From an optimization exercise on the open Yosys and OpenROAD flow, aimed at small area, a short achievable clock period and few clock cycles per item; shortcuts taken in it are not production practice. RTL that was checked went through simulation tests only; none was proved equivalent to the original. Only the layout flow was run in runs 5 and 6; the RTL was not checked for function there. Power is estimated from default activity; no workload was simulated.

File: flow/design.v
package bos_pkg;
   localparam int CAPACITY = 8;
   localparam int VALUE_W  = 32;
   localparam int RSP_W    = 7;    
   localparam logic [3:0] CAP_LIMIT_RESET = 4'd8;
   typedef logic [VALUE_W-1:0] value_type;
   localparam logic [1:0] OP_INSERT = 2'd0;
   localparam logic [1:0] OP_REMOVE = 2'd1;
   localparam logic [1:0] ST_DONE      = 2'd0;
   localparam logic [1:0] ST_DUPLICATE = 2'd1;
   localparam logic [1:0] ST_FULL      = 2'd2;
   localparam logic [1:0] ST_NOT_FOUND = 2'd3;
endpackage
module bos_cell (
   input  logic               clock,
   input  logic               load,
   input  bos_pkg::value_type value,
   output logic               equal_lo,
   output logic               equal_hi
);
   bos_pkg::value_type entry_ff;
   assign equal_lo = (entry_ff[15:0]  == value[15:0]);
   assign equal_hi = (entry_ff[31:16] == value[31:16]);
   always_ff @(posedge clock) begin
      if (load) begin
         entry_ff <= value;
      end
   end
endmodule
module bounded_ordered_set (
   input  logic        clock,
   input  logic        reset,
   input  logic        req_tvalid,
   output logic        req_tready,
   input  logic [31:0] req_tdata,
   input  logic [1:0]  req_tuser,
   output logic        rsp_tvalid,
   input  logic        rsp_tready,
   output logic [7:0]  rsp_tdata,   
   input  logic        csr_we,
   input  logic [3:0]  csr_wdata
);
   localparam int N = bos_pkg::CAPACITY;
   localparam int W = bos_pkg::RSP_W;
   localparam int Q = 3;
   logic [N-1:0]       valid_ff;
   logic [N:0]         count_ff;    
   logic [N-1:0]       below_ff;    
   logic               room_ff;     
   logic               a_valid_ff;
   logic               a_insert_ff;
   logic               a_remove_ff;
   logic [N-1:0]       a_equal_lo_ff;
   logic [N-1:0]       a_equal_hi_ff;
   logic [1:0]         q_cnt_ff;
   logic [W-1:0]       q_ff [Q];
   logic               rsp_valid_ff;
   logic [1:0]         out_cnt_ff;
   logic               ready_ff;
   logic [N-1:0]       equal_lo;
   logic [N-1:0]       equal_hi;
   logic [N-1:0]       match;
   logic [N-1:0]       free_first;
   logic [N-1:0]       valid_in;
   logic               hit_any;
   logic               room;
   logic               take;
   logic               do_remove;
   logic               inc;
   logic               dec;
   logic [N:0]         count_inc;
   logic [N:0]         count_dec;
   logic [3:0]         bin_same;
   logic [3:0]         bin_inc;
   logic [3:0]         bin_dec;
   logic [3:0]         count_out;
   logic [N-1:0]       below_in;
   logic               room_in;
   logic [1:0]         status;
   logic [W-1:0]       rsp_new;
   logic               req_fire;
   logic               pop;
   logic [1:0]         q_cnt_in;
   logic [1:0]         out_cnt_in;
   assign req_tready = ready_ff;
   assign req_fire   = req_tvalid && ready_ff;
   for (genvar i = 0; i < N; i++) begin : g_slot
      bos_cell u_cell (
         .clock    (clock),
         .load     (!valid_in[i]),
         .value    (req_tdata),
         .equal_lo (equal_lo[i]),
         .equal_hi (equal_hi[i])
      );
   end
   always_ff @(posedge clock) begin
      a_equal_lo_ff <= equal_lo;
      a_equal_hi_ff <= equal_hi;
      a_insert_ff   <= (req_tuser == bos_pkg::OP_INSERT);
      a_remove_ff   <= (req_tuser == bos_pkg::OP_REMOVE);
   end
   assign match     = a_equal_lo_ff & a_equal_hi_ff & valid_ff;
   assign hit_any   = |match;
   assign room      = room_ff;
   assign take      = a_valid_ff && a_insert_ff && room;
   assign do_remove = a_valid_ff && a_remove_ff;
   always_comb begin
      free_first = '0;
      for (int i = N - 1; i >= 0; i--) begin
         if (!valid_ff[i]) begin
            free_first = '0;
            free_first[i] = 1'b1;
         end
      end
   end
   always_comb begin
      for (int i = 0; i < N; i++) begin
         if (match[i] && (do_remove || take)) begin
            valid_in[i] = 1'b0;
         end else if (take && free_first[i]) begin
            valid_in[i] = 1'b1;
         end else begin
            valid_in[i] = valid_ff[i];
         end
      end
   end
   assign inc       = take && !hit_any;
   assign dec       = do_remove && hit_any;
   assign count_inc = {count_ff[N-1:0], 1'b0};
   assign count_dec = {1'b0, count_ff[N:1]};
   always_comb begin
      bin_same = '0;
      bin_inc  = '0;
      bin_dec  = '0;
      for (int k = 0; k <= N; k++) begin
         bin_same = bin_same | ({4{count_ff[k]}}  & 4'(k));
         bin_inc  = bin_inc  | ({4{count_inc[k]}} & 4'(k));
         bin_dec  = bin_dec  | ({4{count_dec[k]}} & 4'(k));
      end
   end
   assign count_out = inc ? bin_inc : (dec ? bin_dec : bin_same);
   always_comb begin
      for (int k = 0; k < N; k++) begin
         below_in[k] = csr_we ? (4'(k) < csr_wdata) : below_ff[k];
      end
      if (csr_we) begin
         room_in = |(count_ff[N-1:0] & below_in);
      end else if (inc) begin
         room_in = |(count_inc[N-1:0] & below_ff);
      end else if (dec) begin
         room_in = |(count_dec[N-1:0] & below_ff);
      end else begin
         room_in = room_ff;
      end
   end
   always_comb begin
      if (a_insert_ff) begin
         status = hit_any ? bos_pkg::ST_DUPLICATE :
                  (room ? bos_pkg::ST_DONE : bos_pkg::ST_FULL);
      end else begin
         status = hit_any ? bos_pkg::ST_DONE : bos_pkg::ST_NOT_FOUND;
      end
   end
   assign rsp_new = {count_out, hit_any, status};
   assign pop      = rsp_tready && rsp_valid_ff;
   assign q_cnt_in = q_cnt_ff + {1'b0, a_valid_ff} - {1'b0, pop};
   always_ff @(posedge clock) begin
      for (int k = 0; k < Q; k++) begin
         if (pop) begin
            if (k + 1 < Q && q_cnt_ff > 2'(k + 1)) begin
               q_ff[k] <= q_ff[(k + 1) % Q];
            end else begin
               q_ff[k] <= rsp_new;
            end
         end else if (q_cnt_ff <= 2'(k)) begin
            q_ff[k] <= rsp_new;
         end
      end
   end
   assign out_cnt_in = out_cnt_ff + {1'b0, req_fire} - {1'b0, pop};
   always_ff @(posedge clock) begin
      if (reset) begin
         valid_ff     <= '0;
         count_ff     <= (N+1)'(1);
         for (int k = 0; k < N; k++) begin
            below_ff[k] <= (4'(k) < bos_pkg::CAP_LIMIT_RESET);
         end
         room_ff      <= 1'b1;
         a_valid_ff   <= 1'b0;
         q_cnt_ff     <= '0;
         rsp_valid_ff <= 1'b0;
         out_cnt_ff   <= '0;
         ready_ff     <= 1'b1;
      end else begin
         valid_ff   <= valid_in;
         if (inc) begin
            count_ff <= count_inc;
         end else if (dec) begin
            count_ff <= count_dec;
         end
         below_ff     <= below_in;
         room_ff      <= room_in;
         a_valid_ff   <= req_fire;
         q_cnt_ff     <= q_cnt_in;
         rsp_valid_ff <= (q_cnt_in != 2'd0);
         out_cnt_ff   <= out_cnt_in;
         ready_ff     <= (out_cnt_in < 2'(Q));
      end
   end
   assign rsp_tvalid = rsp_valid_ff;
   assign rsp_tdata  = {1'b0, q_ff[0]};
endmodule
File: flow/run.sh
#!/bin/bash
# synth_recipe.tcl (not shown) runs the flow's synth.tcl, then flattens the netlist and writes it again
# the make line also repeats each setting of config.mk as NAME=value (left out here)
make -C /OpenROAD-flow-scripts/flow DESIGN_CONFIG=/design/flow/config.mk WORK_HOME=/design/flow/orfs CLKGATE_MAP_FILE= SYNTH_SCRIPT=/design/flow/synth_recipe.tcl finish
File: flow/config.mk
export PLATFORM = sky130hd
export DESIGN_NAME = bounded_ordered_set
export DESIGN_NICKNAME = bounded_ordered_set
export VERILOG_FILES = /design/flow/design.v
export SDC_FILE = /design/flow/constraint.sdc
export NUM_CORES = 4
export LEC_CHECK = 0
export ABC_AREA = 1
export CAP_MARGIN = 20
export CORE_MARGIN = 2
export CORE_UTILIZATION = 40
export CTS_CLUSTER_DIAMETER = 120
export CTS_CLUSTER_SIZE = 25
export SETUP_SLACK_MARGIN = 2.25
export SLEW_MARGIN = 20
File: flow/constraint.sdc
create_clock -name core_clock -period 4.0 [get_ports {clock}]
set_input_delay 0.8000 -clock core_clock [delete_from_list [all_inputs] [get_ports {clock}]]
set_output_delay 0.8000 -clock core_clock [all_outputs]
set_load 0.01 [all_outputs]
==> results.txt, run 1 <==
Max Buffers Root-to-Sink = 3
Pwr Density = 411.2 nW/um2
Final GP Congestion = 0.8832
number of buffers added on ports = 51
skew final = 25.02 ps
Pint = 5.145 mW
total track usage = 16.14%
fill count = 3072
post-route ant nets = 0
main combinational cell family by area after synthesis = simple AND/OR/NAND/NOR gates
status = complete, no violations
Synth Area in Simple Gates = 15.63%
Final period util = 45.51%
Root Buffer = clkbuf_16
htree depth = 1
Post-Route WL = 29290 um
r2r startpoint = room_ff$_SDFFE_PP1P_
adder-cell share of the synthesized area = 0.3566%
Mapped Area = 14030 um2
fraction of layout cells with a size suffix above 1 = 20.91%
FMAX = 549.4 MHz
post-synthesis mux area share = 0%
core area = 34540 um2
pin count of the biggest net entering global routing = 27
Yosys cell types = 39
Hold Path Origin = q_ff[1][4]$_DFFE_PP_
Sw Ratio = 23.86%
die area = 36600 um2
crit path kind = flop to primary output
Layout area overhead = 17.11%
clock network power share = 28.2%
share of power burned in registers = 60.2%
Critical Path AT = 1020 ps
final setup fails = 0
Die Span X = 191.3 um
clock slew seen by the registers of the worst setup and hold paths = 100 ps
compound-cell area share of the yosys netlist = 2.131%
CTS tree = built
Cell Count Post-Placement = 1606
Seq/Total Area, Yosys = 66.55%
# DRC = 0
hold crit path type = flop to flop
Max Cap Viol = 0
final hold viol count = 0
Ports = 53
slowest cell on the critical path = edfxtp_1
WL per Instance = 17.39 um
CP bufs+invs = 1
Rows = 68
flops & latches, synth = 328
Peak VDD IR = 0.2576 mV
Critical Path RT = 3200 ps
unrepaired setup endpoints after global routing = true
crit-path max cell delay = 370 ps
Hold Crit Depth = 2
Initial Util = 40.63%
top cell family by delay on the critical path = flip-flops
grt ovf = 0
Antenna Cells = 0
Sum Neg Setup Slack = 0 ps
Worst slew margin = 43.92%
vias in the first global route = 7958
final net count = 1265
via total after detailed routing = 8314
worst-skew pair later-pin latency = 530 ps
worst-path fanout max = 1
slew of the pin with the lowest slew margin = 832.5 ps
P_sw = 1.612 mW
CP endpoint kind = primary output
leakage = 5.965 nW
yosys warns = 3
CP cell instances = buf_2
initial antenna violation count = 1
Synth Area in XOR/XNOR = 12.67%
Combinational Power Share = 11.6%
R2R cell count = 6
Final Critical Period = 1820 ps
Detailed Place HPWL = 17830 um
global-route wire length before repair = 45690 um
Multi-input gate area = 4736 um2
cells after synthesis = 1113
vias per std cell = 4.937
R2R Path End = g_slot[1].u_cell.entry_ff[2]$_DFFE_PN_
CTS sink cnt = 328
Worst R2R Setup Slack = 2260 ps
Mapped Nets = 1160
Die Ht = 191.3 um
synthesized area per cell = 12.61 um2
max-slew violations = 0
CTS Hold Bufs = 0
DRT Pass-1 Iters = 4
register area = 9365 um2
fin cells = 1684
CP startpoint kind = flop
CTS buffer count = 17
worst hold endpoint = q_ff[0][4]$_DFFE_PP_
DR iter-0 viols = 562
-- cells in the final DEF (no fill, tap or decap), types with 33 or more instances in the layout --
cell type / count
dfxtp_1: 42
inv_1: 34
edfxtp_1: 277
nand3_1: 33
or2_2: 52
nor2_1: 56
xnor2_1: 184
nand2_1: 181
nand4_1: 53
buf_4: 51
-- power by group through the flow --
| stage | registers [mW] | clock network, mW | logic (mW) |
|---|---|---|---|
| 2_1_floorplan | 4.15 | 0 | 0.481 |
| 3_3_place_gp | 4.14 | 0 | 0.743 |
| 3_5_place_dp | 4.15 | 0 | 0.753 |
| 4_1_cts | 4.07 | 1.98 | 0.764 |
| 5_1_grt | 4.10 | 2.09 | 0.871 |
| 6_report | 4.07 | 1.91 | 0.782 |
-- cells by family after synthesis --
group / after synthesis
other: 1
buffers and inverters: 85
adders and majority gates: 4
AOI/OAI and AO/OA: 50
xor gates and xnor gates: 203
DFF: 328
and+or+nand+nor: 442
-- routing by layer --
metal	global-route usage, %	part of all wire (%)	up-vias
li1	-	-	4065
met1	23.22	48	4074
met2	26.19	46	145
met3	1.946	3.8	30
met4	3.698	2.0	0
met5	0	0	-
-- through the flow --
stage          utilization, %  setup WS [ps]  hold WS [ps]  power (mW)  instance area, um2
2_1_floorplan               -           2006         459.7       4.629               14130
3_3_place_gp            44.18           1136         484.2       4.886               15260
3_5_place_dp            44.18           1128         483.6       4.902               15260
5_1_grt                 47.58           2128         547.3       7.055               16430
4_1_cts                 46.77           1996         530.9       6.814               16150
6_report                47.58           2180         527.0       6.758               16430
-- worst max path at each step --
| stage | start | to | depth (start not counted) |
|---|---|---|---|
| 2_1_floorplan | a_insert_ff$_DFF_P_ | g_slot[4].u_cell.entry_ff[0]$_DFFE_PN_ | 4 |
| 3_3_place_gp | req_tdata[10] | a_equal_lo_ff[4]$_DFF_P_ | 7 |
| 3_5_place_dp | req_tdata[27] | a_equal_hi_ff[4]$_DFF_P_ | 6 |
| 4_1_cts | rsp_valid_ff$_SDFF_PP0_ | rsp_tvalid | 1 |
| 5_1_grt | q_ff[0][0]$_DFFE_PP_ | rsp_tdata[0] | 1 |
| 6_report | q_ff[0][2]$_DFFE_PP_ | rsp_tdata[2] | 1 |
-- area by class of cell --
class	instances	share of cell area, %
Timing Repair Buffer	119	6.395
Tap cell	455	3.464
Inverter	47	1.233
Multi-Input combinational cell	704	28.82
Clock buffer	28	2.840
Timing Repair inverter	1	0.03045
Sequential cell	328	56.99
Clock inverter	2	0.2360
-- repair_timing --
item	4_1_cts	5_1_grt
endpoints found under the setup margin	291	205
buffers inserted	23	19
cloned	4	2
pin swaps	21	10
resized for setup	158	49
-- flip-flops by register name, indices dropped and copies added, names as in the netlist, 2 cells and up --
register / cells
a_equal_lo_ff: 8
count_ff: 9
g_slot.u_cell.entry_ff: 256
valid_ff: 8
q_ff: 21
below_ff: 8
out_cnt_ff: 2
q_cnt_ff: 2
a_equal_hi_ff: 8
-- cell usage after synthesis --
cell / instances / area (um2)
a21oi_1: 7 / 35.03
a31oi_1: 2 / 12.51
buf_2: 32 / 160.2
buf_4: 1 / 7.510
buf_6: 1 / 11.26
clkbuf_1: 4 / 15.01
conb_1: 1 / 3.750
dfxtp_1: 51 / 1021
edfxtp_1: 277 / 8318
ha_1: 4 / 50.05
inv_1: 42 / 157.7
inv_2: 5 / 18.77
nand2_1: 184 / 690.7
nand2_2: 7 / 43.79
nand2_4: 2 / 22.52
nand2_8: 1 / 20.02
nand3_1: 37 / 185.2
nand3_2: 6 / 60.06
nand3_4: 1 / 17.52
nand4_1: 53 / 331.6
nor2_1: 60 / 225.2
nor2_2: 1 / 6.260
nor2_4: 1 / 11.26
nor2_8: 2 / 40.04
nor3_1: 18 / 90.09
nor3b_1: 9 / 67.56
nor3b_2: 1 / 12.51
nor4_1: 7 / 43.79
o211ai_1: 7 / 52.55
o21ai_0: 15 / 75.07
o21ai_1: 11 / 55.05
o21bai_1: 1 / 7.510
o221ai_1: 1 / 8.760
o22ai_1: 4 / 25.02
o22ai_4: 1 / 20.02
o31ai_1: 1 / 7.510
or2_2: 52 / 325.3
xnor2_1: 184 / 1612
xor2_1: 19 / 166.4
Testbench counts, summed over its fixed seeds: cycles 16,016, items 16,000.
==> run 2, diff against run 1 <==
--- a/flow/config.mk
+++ b/flow/config.mk
@@ -5,10 +5,9 @@
 export SDC_FILE = /design/flow/constraint.sdc
 export NUM_CORES = 4
 export LEC_CHECK = 0
-export ABC_AREA = 1
 export CAP_MARGIN = 20
 export CORE_MARGIN = 2
-export CORE_UTILIZATION = 40
+export CORE_UTILIZATION = 60
 export CTS_CLUSTER_DIAMETER = 120
 export CTS_CLUSTER_SIZE = 25
 export SETUP_SLACK_MARGIN = 2.25
==> run 2 against run 1 <==
Against the previous run: still clean on timing, DRC and antenna; hold slack worse by 5.3 ps; fmax down 0.58%; non-clock buffer count up 25; critical path type unchanged; largest cell class unchanged; largest power group unchanged.
==> results.txt, run 2 <==
P_sw = 1.595 mW
unrepaired setup endpoints after global routing = true
CTS tree = built
pin count of the biggest net entering global routing = 34
skew final = 27.21 ps
cells after synthesis = 910
share of the synthesized area in the top cell type = 61.01%
total track usage = 24.19%
number of flops mapped to enable cells by yosys = 277
Pint = 5.227 mW
slowest cell on the critical path = edfxtp_1
Hold Crit Depth = 2
synth cell count leaders = edfxtp_1 (277), xnor2_1 (259), nand4_1 (66)
top cell family by delay on the critical path = flip-flops
flops & latches, synth = 328
final setup fails = 0
Seq/Total Area, Yosys = 68.50%
global-route wire length before repair = 43830 um
yosys warns = 3
Largest Register = g_slot.u_cell.entry_ff
final net count = 1075
Max Cap Viol = 0
hold crit path type = flop to flop
Die Span X = 154.7 um
Final GP Congestion = 0.8582
Worst slew margin = 32.53%
DR iter-0 viols = 660
CTS Hold Bufs = 0
number of buffers added on ports = 51
most common cell in the netlist = edfxtp_1
slew of the pin with the lowest slew margin = 1002 ps
Top Registers = g_slot.u_cell.entry_ff (256), q_ff (21), count_ff (9)
share of power burned in registers = 60.1%
R2R cell count = 5
final hold viol count = 0
Initial Util = 60.59%
CP endpoint kind = primary output
clock slew seen by the registers of the worst setup and hold paths = 100 ps
initial antenna violation count = 0
Combinational Power Share = 12.7%
Mapped Area = 13630 um2
Critical Path AT = 1030 ps
max-slew violations = 0
CP cell instances = buf_2
CTS sink cnt = 328
Ports = 53
most common cell after layout, fill and taps aside = edfxtp_1
via total after detailed routing = 7741
leakage = 5.621 nW
htree depth = 1
synthesized area per cell = 14.98 um2
largest cells by area after synthesis = edfxtp_1 (61%), xnor2_1 (17%), dfxtp_1 (7.5%), nand4_1 (3.0%), nor2_1 (0.88%)
Final Hold Slack = 521.7 ps
ys async rst share = 0%
Critical Path RT = 3200 ps
worst-skew pair later-pin latency = 500 ps
dominant synthesized flop cell = edfxtp_1
worst-path fanout max = 1
number of cells on the critical path = 1
fraction of layout cells with a size suffix above 1 = 25.24%
Yosys cell types = 59
CP startpoint kind = flop
Yosys top cell by area = edfxtp_1
CTS buffer count = 17
Detailed Place HPWL = 17490 um
crit-path max cell delay = 380 ps
Final Critical Period = 1831 ps
post-route ant nets = 0
clock network power share = 27.2%
# DRC = 0
Pwr Density = 417.0 nW/um2
vias per std cell = 5.851
Max Buffers Root-to-Sink = 3
Layout area overhead = 20.00%
crit path kind = flop to primary output
Antenna Cells = 0
Worst R2R Setup Slack = 2220 ps
Sum Neg Setup Slack = 0 ps
fin cells = 1323
max FFs per register = 256
Post-Route WL = 29510 um
Root Buffer = clkbuf_16
status = complete, no violations
Rows = 55
grt ovf = 0
WL per Instance = 22.30 um
Die Ht = 154.7 um
Peak VDD IR = 0.3151 mV
Final period util = 45.77%
CP bufs+invs = 1
DRT Pass-1 Iters = 5
Sw Ratio = 23.38%
Cell Count Post-Placement = 1224
vias in the first global route = 7495
commonest cells after routing, fill and taps aside = edfxtp_1 (277), xnor2_1 (258), nand4_1 (66), buf_4 (58), nor2_1 (30)
Mapped Nets = 957
FMAX = 546.2 MHz
die area = 23950 um2
core area = 22500 um2
fill count = 1442
[run 2: final cells by class]
| type | count | area [um2] | share of cell area, % |
|---|---|---|---|
| clock buffer | 28 | 466.7 | 2.853 |
| clock inverter | 1 | 30.03 | 0.1835 |
| inverter | 9 | 41.29 | 0.2524 |
| multi-input combinational | 528 | 4582 | 28.01 |
| sequential | 328 | 9398 | 57.44 |
| tap | 285 | 356.6 | 2.180 |
| timing repair buffer | 144 | 1486 | 9.085 |
[run 2: worst reg2reg max path, delay by kind of cell (launching register included)]
kind,cells,cell delay [ps]
AOI/OAI and AO/OA,2,420
DFF,1,410
and+or+nand+nor,2,440
muxes,1,280
[run 2: through the flow]
step | utilization (%) | cell area, um2 | setup WS [ps] | total power [mW]
after floorplan | - | 13830 | 1995 | 4.671
after global placement | 65.06 | 14640 | 1174 | 4.921
after detailed placement | 65.06 | 14640 | 1094 | 4.963
after CTS | 70.69 | 15910 | 2128 | 6.821
after global routing | 72.71 | 16360 | 2131 | 7.075
final | 72.71 | 16360 | 2169 | 6.822
[run 2: cell families after synthesis]
family | after synthesis | synth area share [%]
muxes | 9 | 0.8259
other | 1 | 0.02750
DFF | 328 | 68.50
and+or+nand+nor | 182 | 7.901
AOI/OAI and AO/OA | 68 | 3.579
adders and majority gates | 4 | 0.3671
xor gates and xnor gates | 261 | 16.77
buffers and inverters | 57 | 2.037
[run 2: power by group through the flow]
stage	combinational [mW]	clock [mW]	sequential, mW
after floorplan	0.504	0	4.17
after global placement	0.757	0	4.16
after detailed placement	0.785	0	4.18
after CTS	0.828	1.90	4.10
after global routing	0.943	2.01	4.13
final	0.866	1.86	4.10
[run 2: what timing repair did]
| item | in CTS | in global routing |
|---|---|---|
| endpoints found under the setup margin | 320 | 184 |
| gates cloned | 6 | 3 |
| setup buffers | 35 | 25 |
| gates resized for setup | 210 | 68 |
| pin swaps | 24 | 34 |
[run 2: layer usage]
metal	vias to the layer above	routed length, um	GRT usage (%)	part of all wire (%)
met1	3906	13060	35.62	44
met2	212	14320	39.26	49
met4	0	625	5.556	2.1
met5	-	0	0	0
li1	3573	-	-	-
met3	50	1504	2.914	5.1
[run 2: path summary, 6_finish.rpt]
check                         startpoint                     end
setup reg to reg    room_ff$_SDFFE_PP1P_    q_ff[0][4]$_DFFE_PP_
setup / recovery    q_ff[0][1]$_DFFE_PP_            rsp_tdata[1]
hold reg to reg   below_ff[5]$_SDFF_PP1_  below_ff[5]$_SDFF_PP1_
hold / removal    below_ff[5]$_SDFF_PP1_  below_ff[5]$_SDFF_PP1_
==> run 3, diff against run 2 <==
--- a/flow/config.mk
+++ b/flow/config.mk
@@ -5,6 +5,7 @@
 export SDC_FILE = /design/flow/constraint.sdc
 export NUM_CORES = 4
 export LEC_CHECK = 0
+export ABC_AREA = 1
 export CAP_MARGIN = 20
 export CORE_MARGIN = 2
 export CORE_UTILIZATION = 60
==> run 3 against run 2 <==
Against the previous run: largest cell class unchanged; global-route usage is 0.95 points lower; sequential power hardly changed; highest routed layer unchanged; still clean on timing, DRC and antenna; power is 1.6% lower.
==> results.txt, run 3 <==
post-route cell area = 16010 um2
initial antenna violation count = 0
Cell Area, Placed = 15000 um2
CP endpoint kind = primary output
Critical Path AT = 1030 ps
Seq/Total Area, Yosys = 66.55%
FMAX = 546.4 MHz
Initial Util = 61.61%
yosys warns = 3
Final period util = 45.75%
Max Cap Viol = 0
leakage = 5.801 nW
final setup fails = 0
crit-path max cell delay = 380 ps
slowest cell on the critical path = dfxtp_4
CP cell instances = clkbuf_2
Yosys top cell by area = edfxtp_1
unrepaired setup endpoints after global routing = true
top cell family by delay on the critical path = flip-flops
Antenna Cells = 0
global-route wire length before repair = 43160 um
crit path kind = flop to primary output
fill count = 1587
clock slew seen by the registers of the worst setup and hold paths = 100 ps
Root Buffer = clkbuf_16
Die Ht = 156.9 um
Sum Neg Setup Slack = 0 ps
Detailed Place HPWL = 17860 um
Final Util = 70.28%
R2R cell count = 6
clock network power share = 28.0%
final net count = 1232
Post-Route WL = 28170 um
most common cell in the netlist = edfxtp_1
Mapped Nets = 1160
worst-skew pair later-pin latency = 520 ps
timing endpoint of the critical path = rsp_tvalid
max-slew violations = 0
Final GP Congestion = 0.8328
max FFs per register = 256
htree depth = 1
number of buffers added on ports = 51
via total after detailed routing = 8234
Worst slew margin = 36.08%
DR iter-0 viols = 615
CP startpoint = rsp_valid_ff$_SDFF_PP0_
status = complete, no violations
P_sw = 1.586 mW
Rows = 55
overall power = 6.716 mW
WL per Instance = 18.67 um
r2r startpoint = room_ff$_SDFFE_PP1P_
Ports = 53
Pint = 5.130 mW
Hold Crit Depth = 2
total track usage = 23.24%
Final Critical Period = 1830 ps
grt ovf = 0
CTS sink cnt = 328
flops & latches, synth = 328
DRT Pass-1 Iters = 5
die area = 24630 um2
worst-path fanout max = 2
share of the synthesized area in the top cell type = 59.27%
number of flops mapped to enable cells by yosys = 277
Combinational Power Share = 11.3%
Worst R2R Setup Slack = 2290 ps
cells after synthesis = 1113
share of power burned in registers = 60.7%
CTS Hold Bufs = 0
vias in the first global route = 7705
synthesized area per cell = 12.61 um2
post-route ant nets = 0
# DRC = 0
Sw Ratio = 23.62%
Yosys cell types = 39
Pwr Density = 419.5 nW/um2
most common cell after layout, fill and taps aside = edfxtp_1
Multi-input gate area = 4722 um2
Die Span X = 156.9 um
slew of the pin with the lowest slew margin = 948.7 ps
Top Registers = g_slot.u_cell.entry_ff (256), q_ff (21), count_ff (9)
pre-CTS setup slack = 1211 ps
commonest cells after routing, fill and taps aside = edfxtp_1 (277), xnor2_1 (184), nand2_1 (182), nor2_1 (57), nand4_1 (53)
vias per std cell = 5.457
CTS buffer count = 17
CP bufs+invs = 1
final hold viol count = 0
number of cells on the critical path = 1
PnR worst setup slack = 2170 ps
register area = 9356 um2
pin count of the biggest net entering global routing = 34
Layout area overhead = 14.08%
skew final = 34.17 ps
synth cell count leaders = edfxtp_1 (277), nand2_1 (184), xnor2_1 (184)
CTS tree = built
ys async rst share = 0%
Max Buffers Root-to-Sink = 3
Mapped Area = 14030 um2
Critical Path RT = 3200 ps
CP startpoint kind = flop
core area = 22780 um2
R2R Path End = g_slot[1].u_cell.entry_ff[11]$_DFFE_PN_
Peak VDD IR = 0.4152 mV
fraction of layout cells with a size suffix above 1 = 18.81%
dominant synthesized flop cell = edfxtp_1
largest cells by area after synthesis = edfxtp_1 (59%), xnor2_1 (11%), dfxtp_1 (7.3%), nand2_1 (4.9%), nand4_1 (2.4%)
hold crit path type = flop to flop
Largest Register = g_slot.u_cell.entry_ff
-- run 3: stage by stage --
stage / hold slack [ps] / instances
after global routing: 544.1 / 1509
final: 511.5 / 1509
after floorplan: 459.7 / 1113
after CTS: 517.9 / 1499
after global placement: 472.0 / 1453
after detailed placement: 480.4 / 1453
-- run 3: worst reg2reg max path, delay by kind of cell (launching register included) --
kind	cells	cell delay [ps]
buffers and inverters	3	380
AO/OA/AOI/OAI	2	490
flip-flops	1	380
AND/OR/NAND/NOR	1	120
-- run 3: area by class of cell --
cell class | instances | share of cell area (%)
Clock buffer | 28 | 2.915
Clock inverter | 2 | 0.2423
Inverter | 47 | 1.266
Multi-Input combinational cell | 703 | 29.50
Sequential cell | 328 | 58.44
Tap cell | 313 | 2.446
Timing Repair Buffer | 87 | 5.143
Timing Repair inverter | 1 | 0.04689
-- run 3: logic make-up after synthesis --
family                   count (synthesis)  share of synthesized area, %
XOR/XNOR                               203                         12.67
other                                    1                       0.02672
buffers and inverters                   85                         2.639
adder cells (fa/ha/maj)                  4                        0.3566
AO/OA/AOI/OAI                           50                         2.131
AND/OR/NAND/NOR                        442                         15.63
flip-flops                             328                         66.55
-- run 3: power by group through the flow --
stage / clock network [mW] / registers [mW] / logic (mW)
after floorplan: 0 / 4.15 / 0.481
after global placement: 0 / 4.15 / 0.733
final: 1.88 / 4.08 / 0.757
after CTS: 1.92 / 4.08 / 0.746
after detailed placement: 0 / 4.15 / 0.745
after global routing: 2.04 / 4.11 / 0.841
-- run 3: worst min-delay path by stage --
stage                     slack (ps)                endpoint              startpoint
final                            510  below_ff[0]$_SDFF_PP1_  below_ff[0]$_SDFF_PP1_
after global placement           470   a_valid_ff$_SDFF_PP0_     ready_ff$_SDFF_PP1_
after detailed placement         480   a_valid_ff$_SDFF_PP0_     ready_ff$_SDFF_PP1_
after floorplan                  460  below_ff[0]$_SDFF_PP1_  below_ff[0]$_SDFF_PP1_
after CTS                        520  below_ff[0]$_SDFF_PP1_  below_ff[0]$_SDFF_PP1_
after global routing             540    q_ff[0][3]$_DFFE_PP_    q_ff[1][3]$_DFFE_PP_
-- run 3: what timing repair did --
action                                  in CTS  in global routing
resized for setup                          166                 46
setup buffers                               12                  9
pin swaps                                   13                  8
cloned                                       4                  1
endpoints found under the setup margin     286                 77
-- run 3: per-layer routing --
layer	global-route usage [%]	vias up	wire length (um)
met5	0	-	0
met4	4.806	0	469
met3	3.056	30	1349
met2	36.49	203	13100
met1	35.26	4021	13250
li1	-	3980	-
==> run 4, diff against run 3 <==
--- a/flow/config.mk
+++ b/flow/config.mk
@@ -9,7 +9,7 @@
 export CAP_MARGIN = 20
 export CORE_MARGIN = 2
 export CORE_UTILIZATION = 60
-export CTS_CLUSTER_DIAMETER = 120
-export CTS_CLUSTER_SIZE = 25
+export CTS_CLUSTER_DIAMETER = 150
+export CTS_CLUSTER_SIZE = 30
 export SETUP_SLACK_MARGIN = 2.25
 export SLEW_MARGIN = 20
==> run 4 against run 3 <==
Against the previous run: still clean on timing, DRC and antenna; clock power is 9% lower; hold slack better by 3.9 ps; sequential share of layout area increased by 0.24 points; via count down 0.26%; final cell count stayed put; register-to-register slack worse by 20 ps.
==> results.txt, run 4 <==
status = complete, no violations
Detailed Place HPWL = 17860 um
Pwr Density = 411.1 nW/um2
via total after detailed routing = 8213
Final Hold Slack = 515.5 ps
Initial Util = 61.61%
Yosys cell types = 39
largest cells by area after synthesis = edfxtp_1 (59%), xnor2_1 (11%), dfxtp_1 (7.3%), nand2_1 (4.9%), nand4_1 (2.4%)
final net count = 1235
leakage = 5.802 nW
R2R cell count = 6
Post-Route WL = 28230 um
post-synthesis mux area share = 0%
Pint = 5.032 mW
Combinational Power Share = 11.6%
Largest Register = g_slot.u_cell.entry_ff
Root Buffer = clkbuf_16
Hold Path Origin = below_ff[0]$_SDFF_PP1_
Die Span X = 156.9 um
core area = 22780 um2
CP startpoint kind = flop
main combinational cell family by area after synthesis = simple AND/OR/NAND/NOR gates
flops & latches, synth = 328
post-route ant nets = 0
yosys warns = 3
WL per Instance = 18.71 um
compound-cell area share of the yosys netlist = 2.131%
dominant synthesized flop cell = edfxtp_1
skew final = 14.02 ps
max FFs per register = 256
CP bufs+invs = 1
number of flops mapped to enable cells by yosys = 277
Worst R2R Setup Slack = 2270 ps
total track usage = 23.09%
hold crit path type = flop to flop
Hold Crit Depth = 2
share of the synthesized area in the top cell type = 59.27%
CTS buffer count = 14
Cell Area, Placed = 15000 um2
pin count of the biggest net entering global routing = 34
fraction of layout cells with a size suffix above 1 = 18.73%
P_sw = 1.523 mW
vias in the first global route = 7686
Final period util = 45.61%
htree depth = 1
crit path kind = flop to primary output
R2R Path End = g_slot[1].u_cell.entry_ff[24]$_DFFE_PN_
share of power burned in registers = 62.2%
CTS tree = built
grt ovf = 0
Worst slew margin = 36.11%
slowest cell on the critical path = edfxtp_1
number of buffers added on ports = 51
most common cell in the netlist = edfxtp_1
die area = 24630 um2
final hold viol count = 0
slew of the pin with the lowest slew margin = 948.4 ps
Layout area overhead = 13.63%
Max Buffers Root-to-Sink = 3
Ports = 53
CP cell instances = buf_2
Sw Ratio = 23.24%
Critical Path RT = 3200 ps
crit-path max cell delay = 380 ps
ys async rst share = 0%
Die Ht = 156.9 um
Yosys top cell by area = edfxtp_1
worst hold endpoint = below_ff[0]$_SDFF_PP1_
r2r startpoint = room_ff$_SDFFE_PP1P_
clock slew seen by the registers of the worst setup and hold paths = 120 ps
Mapped Nets = 1160
commonest cells after routing, fill and taps aside = edfxtp_1 (277), xnor2_1 (184), nand2_1 (181), nor2_1 (57), nand4_1 (53)
Final GP Congestion = 0.8328
max-slew violations = 0
Mapped Area = 14030 um2
worst-path fanout max = 1
clock network power share = 26.2%
Sum Neg Setup Slack = 0 ps
top cell family by delay on the critical path = flip-flops
synth cell count leaders = edfxtp_1 (277), nand2_1 (184), xnor2_1 (184)
FMAX = 548.1 MHz
post-route cell area = 15950 um2
DRT Pass-1 Iters = 5
CP endpoint kind = primary output
global-route wire length before repair = 42820 um
Peak VDD IR = 0.3462 mV
Critical Path AT = 1020 ps
Final Critical Period = 1825 ps
Synth Area in Simple Gates = 15.63%
Seq/Total Area, Yosys = 66.55%
CTS sink cnt = 328
final setup fails = 0
vias per std cell = 5.443
Max Cap Viol = 0
synthesized area per cell = 12.61 um2
Top Registers = g_slot.u_cell.entry_ff (256), q_ff (21), count_ff (9)
adder-cell share of the synthesized area = 0.3566%
most common cell after layout, fill and taps aside = edfxtp_1
CTS Hold Bufs = 0
cells after synthesis = 1113
# DRC = 0
DR iter-0 viols = 659
Rows = 55
Antenna Cells = 0
Synth Area in XOR/XNOR = 12.67%
unrepaired setup endpoints after global routing = true
worst-skew pair later-pin latency = 510 ps
initial antenna violation count = 0
[run 4: cell type report]
cell class	count	area, um2
clock buffers	24	419.2
fillers	1578	6832
inverters	47	202.7
multi-input cells	703	4681
flip-flops and latches	328	9358
well taps	313	391.6
repair buffers	94	894.6
[run 4: layer usage]
layer	track usage, %	part of all wire, %
met1	34.69	46
met2	36.32	46
met3	3.689	6.0
met4	4.325	1.5
met5	0	0
[run 4: how the worst max path moves through the flow]
stage,slack [ps],end,from,depth (start not counted)
6_report,2180,rsp_tdata[6],q_ff[0][6]$_DFFE_PP_,1
4_1_cts,2000,rsp_tvalid,rsp_valid_ff$_SDFF_PP0_,1
3_5_place_dp,1210,a_equal_hi_ff[3]$_DFF_P_,req_tdata[22],5
5_1_grt,2110,rsp_tdata[6],q_ff[0][6]$_DFFE_PP_,1
3_3_place_gp,1250,a_equal_lo_ff[1]$_DFF_P_,req_tdata[14],6
2_1_floorplan,2010,g_slot[4].u_cell.entry_ff[0]$_DFFE_PN_,a_insert_ff$_DFF_P_,4
[run 4: per-stage QoR]
step / total power [mW] / utilization, % / std cells / setup WS, ps
finish: 6.555 / 70.01 / 1509 / 2175
global route: 6.815 / 70.01 / 1509 / 2112
floorplan: 4.629 / - / 1113 / 2006
CTS: 6.581 / 69.18 / 1495 / 1997
detailed placement: 4.899 / 65.86 / 1453 / 1211
global placement: 4.879 / 65.86 / 1453 / 1246
[run 4: cells by family (layout without fill, tap and decap cells)]
| logic type | count (synthesis) | in the layout |
|---|---|---|
| simple gates | 442 | 442 |
| flops | 328 | 328 |
| xor+xnor | 203 | 203 |
| buf+inv | 85 | 165 |
| compound gates | 50 | 53 |
| fa+ha+maj | 4 | 4 |
| other cells | 1 | 1 |
[run 4: repair_timing]
| action | 4_1_cts | 5_1_grt |
|---|---|---|
| setup buffers | 14 | 14 |
| gates cloned | 4 | 0 |
| endpoints found under the setup margin | 288 | 161 |
| gates resized for setup | 160 | 54 |
| pin swaps | 11 | 9 |
| hold endpoints to repair | 0 | 0 |
[run 4: power groups by stage]
stage	clock network [mW]	logic, mW	registers, mW
3_5_place_dp	0	0.745	4.15
5_1_grt	1.86	0.844	4.11
3_3_place_gp	0	0.733	4.15
2_1_floorplan	0	0.481	4.15
4_1_cts	1.76	0.746	4.08
6_report	1.72	0.760	4.08
==> run 5, diff against run 4 <==
--- a/flow/design.v
+++ b/flow/design.v
@@ -78,6 +78,8 @@
    logic               room_in;
    logic [1:0]         status;
    logic [W-1:0]       rsp_new;
+   logic [W-1:0]       head_src;
+   logic               head_load;
    logic               req_fire;
    logic               pop;
    logic [1:0]         q_cnt_in;
@@ -164,8 +166,13 @@
    assign rsp_new = {count_out, hit_any, status};
    assign pop      = rsp_tready && rsp_valid_ff;
    assign q_cnt_in = q_cnt_ff + {1'b0, a_valid_ff} - {1'b0, pop};
-   always_ff @(posedge clock) begin
-      for (int k = 0; k < Q; k++) begin
+   always_comb begin
+      head_src  = (q_cnt_ff >= 2'd2) ? q_ff[1] : rsp_new;
+      head_load = pop || (q_cnt_ff == 2'd0);
+   end
+   always_ff @(posedge clock) begin
+      q_ff[0] <= q_ff[0] ^ ({W{head_load}} & (q_ff[0] ^ head_src));
+      for (int k = 1; k < Q; k++) begin
          if (pop) begin
             if (k + 1 < Q && q_cnt_ff > 2'(k + 1)) begin
                q_ff[k] <= q_ff[(k + 1) % Q];
--- a/flow/config.mk
+++ b/flow/config.mk
@@ -8,8 +8,8 @@
 export ABC_AREA = 1
 export CAP_MARGIN = 20
 export CORE_MARGIN = 2
-export CORE_UTILIZATION = 60
-export CTS_CLUSTER_DIAMETER = 150
-export CTS_CLUSTER_SIZE = 30
-export SETUP_SLACK_MARGIN = 2.25
+export CORE_UTILIZATION = 40
+export CTS_CLUSTER_DIAMETER = 120
+export CTS_CLUSTER_SIZE = 25
+export SETUP_SLACK_MARGIN = 2.2
 export SLEW_MARGIN = 20
==> run 5 against run 4 <==
Against the previous run: still clean; cell area is 2.4% higher; first-iteration DRC count is 15% lower; synthesized cell count is 0.72% higher; core utilization is 23 points lower; sequential share of layout area is 1.4 points lower; die area is 48% higher; critical path type unchanged.
==> results.txt, run 5 <==
dominant synthesized flop cell = edfxtp_1
Final period util = 45.64%
CTS buffer count = 17
R2R Path End = g_slot[6].u_cell.entry_ff[1]$_DFFE_PN_
synth cell count leaders = edfxtp_1 (277), nand2_1 (206), xnor2_1 (177)
CTS tree = built
Max Cap Viol = 0
fraction of layout cells with a size suffix above 1 = 20.18%
clock slew seen by the registers of the worst setup and hold paths = 100 ps
initial antenna violation count = 0
cells after synthesis = 1121
share of power burned in registers = 60.6%
worst-path fanout max = 1
Post-Route WL = 29890 um
Yosys top cell by area = edfxtp_1
Worst R2R Setup Slack = 2230 ps
pin count of the biggest net entering global routing = 30
slew of the pin with the lowest slew margin = 837.6 ps
Critical Path AT = 1030 ps
final net count = 1257
r2r startpoint = room_ff$_SDFFE_PP1P_
global-route wire length before repair = 45730 um
Peak VDD IR = 0.2587 mV
Critical Path RT = 3200 ps
Max Buffers Root-to-Sink = 3
pre-CTS setup slack = 1077 ps
status = complete, no violations
Pwr Density = 413.5 nW/um2
max FFs per register = 256
Die Span X = 191.0 um
worst-skew pair later-pin latency = 510 ps
crit-path max cell delay = 370 ps
Initial Util = 40.60%
crit path kind = flop to primary output
leakage = 5.834 nW
FMAX = 547.8 MHz
via total after detailed routing = 8325
final setup fails = 0
overall power = 6.751 mW
DR iter-0 viols = 562
vias in the first global route = 7803
Pint = 5.147 mW
number of flops mapped to enable cells by yosys = 277
slowest cell on the critical path = edfxtp_1
Die Ht = 191.0 um
fill count = 3090
Sw Ratio = 23.76%
CP endpoint kind = primary output
Largest Register = g_slot.u_cell.entry_ff
Ports = 53
grt ovf = 0
CP cell instances = buf_2
Sum Neg Setup Slack = 0 ps
# DRC = 0
synthesized area per cell = 12.48 um2
core area = 34460 um2
CP startpoint kind = flop
unrepaired setup endpoints after global routing = true
htree depth = 1
share of the synthesized area in the top cell type = 59.46%
Mapped Nets = 1168
Seq/Total Area, Yosys = 66.76%
Detailed Place HPWL = 18360 um
die area = 36490 um2
timing endpoint of the critical path = rsp_tdata[5]
Mapped Area = 13990 um2
WL per Instance = 17.86 um
Rows = 68
skew final = 21.08 ps
Multi-input gate area = 4706 um2
yosys warns = 3
Layout area overhead = 16.72%
most common cell after layout, fill and taps aside = edfxtp_1
Final Critical Period = 1826 ps
Final GP Congestion = 0.8509
post-route ant nets = 0
R2R cell count = 8
DRT Pass-1 Iters = 5
Combinational Power Share = 11.8%
hold crit path type = flop to flop
most common cell in the netlist = edfxtp_1
P_sw = 1.604 mW
total track usage = 16.36%
Top Registers = g_slot.u_cell.entry_ff (256), q_ff (14), count_ff (9)
top cell family by delay on the critical path = flip-flops
number of buffers added on ports = 51
Worst slew margin = 43.57%
vias per std cell = 4.973
register area = 9359 um2
Antenna Cells = 0
PnR worst setup slack = 2174 ps
commonest cells after routing, fill and taps aside = edfxtp_1 (277), nand2_1 (200), xnor2_1 (177), nor2_1 (60), or2_2 (58)
largest cells by area after synthesis = edfxtp_1 (59%), xnor2_1 (11%), dfxtp_1 (7.3%), nand2_1 (5.5%), or2_2 (2.6%)
final hold viol count = 0
Root Buffer = clkbuf_16
max-slew violations = 0
flops & latches, synth = 328
CP bufs+invs = 1
CTS sink cnt = 328
ys async rst share = 0%
number of cells on the critical path = 1
Yosys cell types = 40
clock network power share = 27.6%
## run 5: stage by stage
step	utilization, %	instances	area [um2]	hold slack [ps]
floorplan	-	1121	14080	459.7
global placement	43.85	1600	15110	479.2
detailed placement	43.85	1600	15110	475.7
CTS	46.86	1668	16150	529.2
global route	47.39	1674	16330	553.2
finish	47.39	1674	16330	522.0
## run 5: logic make-up after synthesis
logic type / Yosys count / share of synthesized area, %
buffers and inverters: 81 / 2.522
other: 1 / 0.02681
AO/OA/AOI/OAI: 44 / 1.977
flip-flops: 328 / 66.76
XOR/XNOR: 196 / 12.27
AND/OR/NAND/NOR: 467 / 16.09
adder cells (fa/ha/maj): 4 / 0.3578
## run 5: worst reg2reg max path, cell delays in order, from the launching register on
cell        delay, ps
dfxtp_4           380
nand3_4           120
nand2_4            90
clkinvlp_4        140
buf_12            190
buf_6             120
o21ai_4           160
buf_6             130
buf_12            130
## run 5: final cells by class
class | count | share of cell area [%]
inverter | 42 | 1.188
clock buffer | 26 | 2.812
clock inverter | 2 | 0.1533
timing repair buffer | 106 | 6.222
sequential | 328 | 57.32
multi-input combinational | 715 | 28.82
tap | 455 | 3.487
## run 5: layer usage
metal  part of all wire (%)  wire length, um  track usage (%)
met1                     47            14130            23.66
met2                     47            13950            26.39
met3                    3.9             1167            1.891
met4                    2.1              638            3.846
met5                      0                0                0
## run 5: power by group through the flow
stage	Clock (mW)	Combinational (mW)	Sequential, mW
floorplan	0	0.499	4.16
detailed placement	0	0.770	4.17
global placement	0	0.759	4.16
CTS	1.93	0.791	4.09
global route	2.04	0.888	4.12
finish	1.87	0.795	4.09
## run 5: worst min-delay path by stage
stage,slack [ps],end,start,cells after the start
2_1_floorplan,460,below_ff[0]$_SDFF_PP1_,below_ff[0]$_SDFF_PP1_,2
3_3_place_gp,480,a_valid_ff$_SDFF_PP0_,ready_ff$_SDFF_PP1_,2
3_5_place_dp,480,a_valid_ff$_SDFF_PP0_,ready_ff$_SDFF_PP1_,2
4_1_cts,530,a_equal_lo_ff[7]$_DFF_P_,g_slot[7].u_cell.entry_ff[5]$_DFFE_PN_,3
5_1_grt,550,q_ff[1][6]$_DFFE_PP_,q_ff[2][6]$_DFFE_PP_,2
6_report,520,a_equal_lo_ff[7]$_DFF_P_,g_slot[7].u_cell.entry_ff[5]$_DFFE_PN_,3
## run 5: repair_timing
action	4_1_cts	5_1_grt
resized for setup	172	43
gates cloned	3	0
buffers inserted	37	6
pin swaps	16	8
hold buffers	0	0
endpoints found under the hold margin	0	0
endpoints found under the setup margin	298	193
==> run 6, diff against run 5 <==
--- a/flow/design.v
+++ b/flow/design.v
@@ -15,12 +15,12 @@
    input  logic               clock,
    input  logic               load,
    input  bos_pkg::value_type value,
-   output logic               equal_lo,
-   output logic               equal_hi
+   output logic [3:0]         equal_q
 );
    bos_pkg::value_type entry_ff;
-   assign equal_lo = (entry_ff[15:0]  == value[15:0]);
-   assign equal_hi = (entry_ff[31:16] == value[31:16]);
+   for (genvar j = 0; j < 4; j++) begin : g_q
+      assign equal_q[j] = (entry_ff[8*j +: 8] == value[8*j +: 8]);
+   end
    always_ff @(posedge clock) begin
       if (load) begin
          entry_ff <= value;
@@ -50,15 +50,13 @@
    logic               a_valid_ff;
    logic               a_insert_ff;
    logic               a_remove_ff;
-   logic [N-1:0]       a_equal_lo_ff;
-   logic [N-1:0]       a_equal_hi_ff;
+   logic [4*N-1:0]     a_equal_ff;    
    logic [1:0]         q_cnt_ff;
    logic [W-1:0]       q_ff [Q];
    logic               rsp_valid_ff;
    logic [1:0]         out_cnt_ff;
    logic               ready_ff;
-   logic [N-1:0]       equal_lo;
-   logic [N-1:0]       equal_hi;
+   logic [4*N-1:0]     equal_q;
    logic [N-1:0]       match;
    logic [N-1:0]       free_first;
    logic [N-1:0]       valid_in;
@@ -78,8 +76,6 @@
    logic               room_in;
    logic [1:0]         status;
    logic [W-1:0]       rsp_new;
-   logic [W-1:0]       head_src;
-   logic               head_load;
    logic               req_fire;
    logic               pop;
    logic [1:0]         q_cnt_in;
@@ -91,17 +87,17 @@
          .clock    (clock),
          .load     (!valid_in[i]),
          .value    (req_tdata),
-         .equal_lo (equal_lo[i]),
-         .equal_hi (equal_hi[i])
+         .equal_q  (equal_q[4*i +: 4])
       );
    end
    always_ff @(posedge clock) begin
-      a_equal_lo_ff <= equal_lo;
-      a_equal_hi_ff <= equal_hi;
+      a_equal_ff    <= equal_q;
       a_insert_ff   <= (req_tuser == bos_pkg::OP_INSERT);
       a_remove_ff   <= (req_tuser == bos_pkg::OP_REMOVE);
    end
-   assign match     = a_equal_lo_ff & a_equal_hi_ff & valid_ff;
+   for (genvar i = 0; i < N; i++) begin : g_match
+      assign match[i] = (&a_equal_ff[4*i +: 4]) && valid_ff[i];
+   end
    assign hit_any   = |match;
    assign room      = room_ff;
    assign take      = a_valid_ff && a_insert_ff && room;
@@ -166,13 +162,8 @@
    assign rsp_new = {count_out, hit_any, status};
    assign pop      = rsp_tready && rsp_valid_ff;
    assign q_cnt_in = q_cnt_ff + {1'b0, a_valid_ff} - {1'b0, pop};
-   always_comb begin
-      head_src  = (q_cnt_ff >= 2'd2) ? q_ff[1] : rsp_new;
-      head_load = pop || (q_cnt_ff == 2'd0);
-   end
-   always_ff @(posedge clock) begin
-      q_ff[0] <= q_ff[0] ^ ({W{head_load}} & (q_ff[0] ^ head_src));
-      for (int k = 1; k < Q; k++) begin
+   always_ff @(posedge clock) begin
+      for (int k = 0; k < Q; k++) begin
          if (pop) begin
             if (k + 1 < Q && q_cnt_ff > 2'(k + 1)) begin
                q_ff[k] <= q_ff[(k + 1) % Q];
--- a/flow/config.mk
+++ b/flow/config.mk
@@ -8,7 +8,7 @@
 export ABC_AREA = 1
 export CAP_MARGIN = 20
 export CORE_MARGIN = 2
-export CORE_UTILIZATION = 40
+export CORE_UTILIZATION = 60
 export CTS_CLUSTER_DIAMETER = 120
 export CTS_CLUSTER_SIZE = 25
 export SETUP_SLACK_MARGIN = 2.2
==> run 6 against run 5 <==
Against the previous run: still clean; synthesized cell count is 5.0% lower; clock power about the same; power rose by 4.1%; die area down 32%; sequential power grew 4%; first-iteration DRC count up 16%; sequential cell count rose by 16; critical path depth increased by 10; hold slack got worse by 6.5 ps; wire length is 5.8% higher; global-route usage increased by 7.7 points; combinational power is 12% higher.
==> results.txt, run 6 <==
Sum Neg Setup Slack = 0 ps
yosys warns = 3
Pwr Density = 401.5 nW/um2
most common cell after layout, fill and taps aside = edfxtp_1
Ports = 53
pre-CTS setup slack = 1361 ps
CTS buffer count = 17
FMAX = 502.6 MHz
DR iter-0 viols = 650
most common cell in the netlist = edfxtp_1
leakage = 6.547 nW
vias in the first global route = 7875
Worst slew margin = 34.87%
vias per std cell = 5.440
Layout area overhead = 24.00%
CP startpoint kind = flop
DRT Pass-1 Iters = 5
unrepaired setup endpoints after global routing = true
clock slew seen by the registers of the worst setup and hold paths = 110 ps
# DRC = 0
global-route wire length before repair = 44620 um
Top Registers = g_slot.u_cell.entry_ff (256), a_equal_ff (32), q_ff (21)
Seq/Total Area, Yosys = 68.41%
Mapped Area = 14120 um2
overall power = 7.030 mW
Largest Register = g_slot.u_cell.entry_ff
skew final = 13.56 ps
final setup fails = 0
via total after detailed routing = 8525
Max Cap Viol = 0
synthesized area per cell = 13.26 um2
post-route cell area = 17510 um2
WL per Instance = 20.18 um
Detailed Place HPWL = 16200 um
CTS tree = built
Yosys cell types = 41
PnR worst setup slack = 2010 ps
crit-path max cell delay = 350 ps
max-slew violations = 0
CTS sink cnt = 344
initial antenna violation count = 0
synth cell count leaders = edfxtp_1 (277), xnor2_1 (234), nand2_1 (124)
CP endpoint kind = flop
slew of the pin with the lowest slew margin = 966.7 ps
Rows = 56
status = complete, no violations
number of buffers added on ports = 51
CP cell instances = inv_2 -> nor2_4 -> inv_2 -> nand2_2 -> clkinvlp_4 -> buf_12 -> buf_8 -> o21bai_4 -> buf_6 -> buf_6 -> buf_8
Cell Area, Placed = 15180 um2
final hold viol count = 0
fraction of layout cells with a size suffix above 1 = 21.79%
Final period util = 49.74%
htree depth = 1
crit path kind = flop to flop
cells after synthesis = 1065
share of the synthesized area in the top cell type = 58.91%
total track usage = 24.10%
slowest cell on the critical path = dfxtp_2
ys async rst share = 0%
Die Ht = 157.4 um
Yosys top cell by area = edfxtp_1
Cell Count Post-Placement = 1417
grt ovf = 0
max FFs per register = 256
Root Buffer = clkbuf_16
worst-skew pair later-pin latency = 520 ps
fin cells = 1567
Die Span X = 157.4 um
die area = 24780 um2
Critical Path RT = 4240 ps
pin count of the biggest net entering global routing = 27
core area = 23260 um2
commonest cells after routing, fill and taps aside = edfxtp_1 (277), xnor2_1 (234), nand2_1 (101), nor2_1 (72), nand4_1 (65)
Final GP Congestion = 0.8444
worst-path fanout max = 7
dominant synthesized flop cell = edfxtp_1
final net count = 1285
post-route ant nets = 0
Initial Util = 60.70%
Max Buffers Root-to-Sink = 3
Critical Path AT = 2230 ps
Mapped Nets = 1112
flops & latches, synth = 344
Peak VDD IR = 0.3536 mV
Antenna Cells = 0
number of flops mapped to enable cells by yosys = 277
Final Critical Period = 1990 ps
hold crit path type = flop to flop
largest cells by area after synthesis = edfxtp_1 (59%), xnor2_1 (15%), dfxtp_1 (9.5%), nand2_1 (3.3%), nand4_1 (2.9%)
Post-Route WL = 31620 um
## run 6: cell types whose count changed after synthesis, moves of 6 or more
| cell | before | now |
|---|---|---|
| nor2_1 | 64 | 77 |
| or2_2 | 58 | 12 |
| clkbuf_1 | 5 | 29 |
| nand2_1 | 206 | 124 |
| xnor2_1 | 177 | 234 |
| dfxtp_1 | 51 | 67 |
| buf_2 | 30 | 0 |
| o2111ai_1 | 8 | 1 |
| nor3_1 | 13 | 3 |
| xor2_1 | 19 | 13 |
| nand4_1 | 50 | 65 |
| nand3_1 | 45 | 20 |
## run 6: metrics by stage
step,utilization [%],hold WS [ps]
floorplan,-,481.4
global placement,65.25,495.7
detailed placement,65.25,494.0
CTS,72.19,518.5
global route,75.26,551.1
finish,75.26,515.4
## run 6: cell families (layout without fill, tap and decap cells)
| logic type | count (synthesis) | in the layout | synth area share (%) |
|---|---|---|---|
| flops | 344 | 344 | 68.41 |
| compound gates | 49 | 55 | 2.144 |
| other cells | 1 | 1 | 0.02656 |
| buf+inv | 89 | 266 | 2.446 |
| xor+xnor | 248 | 248 | 15.44 |
| simple gates | 330 | 330 | 11.18 |
| fa+ha+maj | 4 | 4 | 0.3545 |
## run 6: power breakdown
group          leakage, nW  internal [mW]  switching, mW
Clock                0.230          0.814           1.07
Combinational         2.84          0.424          0.470
Sequential            3.48           4.14          0.113
## run 6: area by class of cell
class	count	area, um2
clock inverters	2	17.52
clock buffers	27	462.9
well taps	319	399.1
multi-input cells	638	4571
inverters	51	201.4
fillers	1485	5754
flip-flops and latches	344	9673
repair buffers	186	2183
## run 6: critical path: cells and delay by family (launching register included)
family / cells / cell delay (ps)
buf+inv: 8 / 920
simple gates: 2 / 240
compound gates: 1 / 180
flops: 1 / 350
## run 6: final timing paths
kind | startpoint | end | slack, ps | depth (start not counted)
max | room_ff$_SDFFE_PP1P_ | g_slot[1].u_cell.entry_ff[6]$_DFFE_PN_ | 2010 | 11
min | q_ff[1][4]$_DFFE_PP_ | q_ff[0][4]$_DFFE_PP_ | 520 | 2
max reg2reg | room_ff$_SDFFE_PP1P_ | g_slot[1].u_cell.entry_ff[6]$_DFFE_PN_ | 2010 | 11
min reg2reg | q_ff[1][4]$_DFFE_PP_ | q_ff[0][4]$_DFFE_PP_ | 520 | 2
## run 6: what timing repair did
item,in CTS,in global routing
gates resized for setup,142,85
setup buffers,71,27
hold buffers,0,0
setup endpoints to repair,331,298
gates cloned,14,9
endpoints found under the hold margin,0,0
pin swaps,29,29
## run 6: layer usage
layer	GRT usage (%)	vias up	wire (um)
met3	2.946	59	1193
met4	6.364	0	1032
met5	0	-	0
met1	33.68	4222	13740
met2	40.47	211	15650
li1	-	4033	-

## port drivers added, routing unchanged
Ports are ideal in the flow. The routed layouts listed here were re-timed in OpenROAD.
Step 1, drivers: a clkbuf_16 drives clock and a buf_2 each remaining input, both assumed.
Step 2 times the ports against the registers' clock, not the clock port: input delays grow and output delays shrink by t, the midpoint of the rising clock arrivals with the driver on.
Three values: ideal ports, drivers, drivers and shift; two values: the first two.
run	t, ns	slack for setup (ns)	worst slew at a driven data input, ns	pins driven straight from the clock port
run 1	0.555	2.180 / 2.133 / 1.768	0.07	1
run 2	0.538	2.169 / 2.122 / 1.755	0.04	1
run 3	0.550	2.170 / 2.123 / 1.761	0.04	1
run 4	0.546	2.175 / 2.128 / 1.734	0.04	1
run 5	0.550	2.174 / 2.126 / 1.706	0.05	1
run 6	0.562	2.010 / 2.010 / 1.698	0.04	1
After both steps setup and hold are still met in every run listed. For run 5, which loses most, drivers alone change the setup slack by -0.048 ns; drivers and shift together by -0.468 ns.
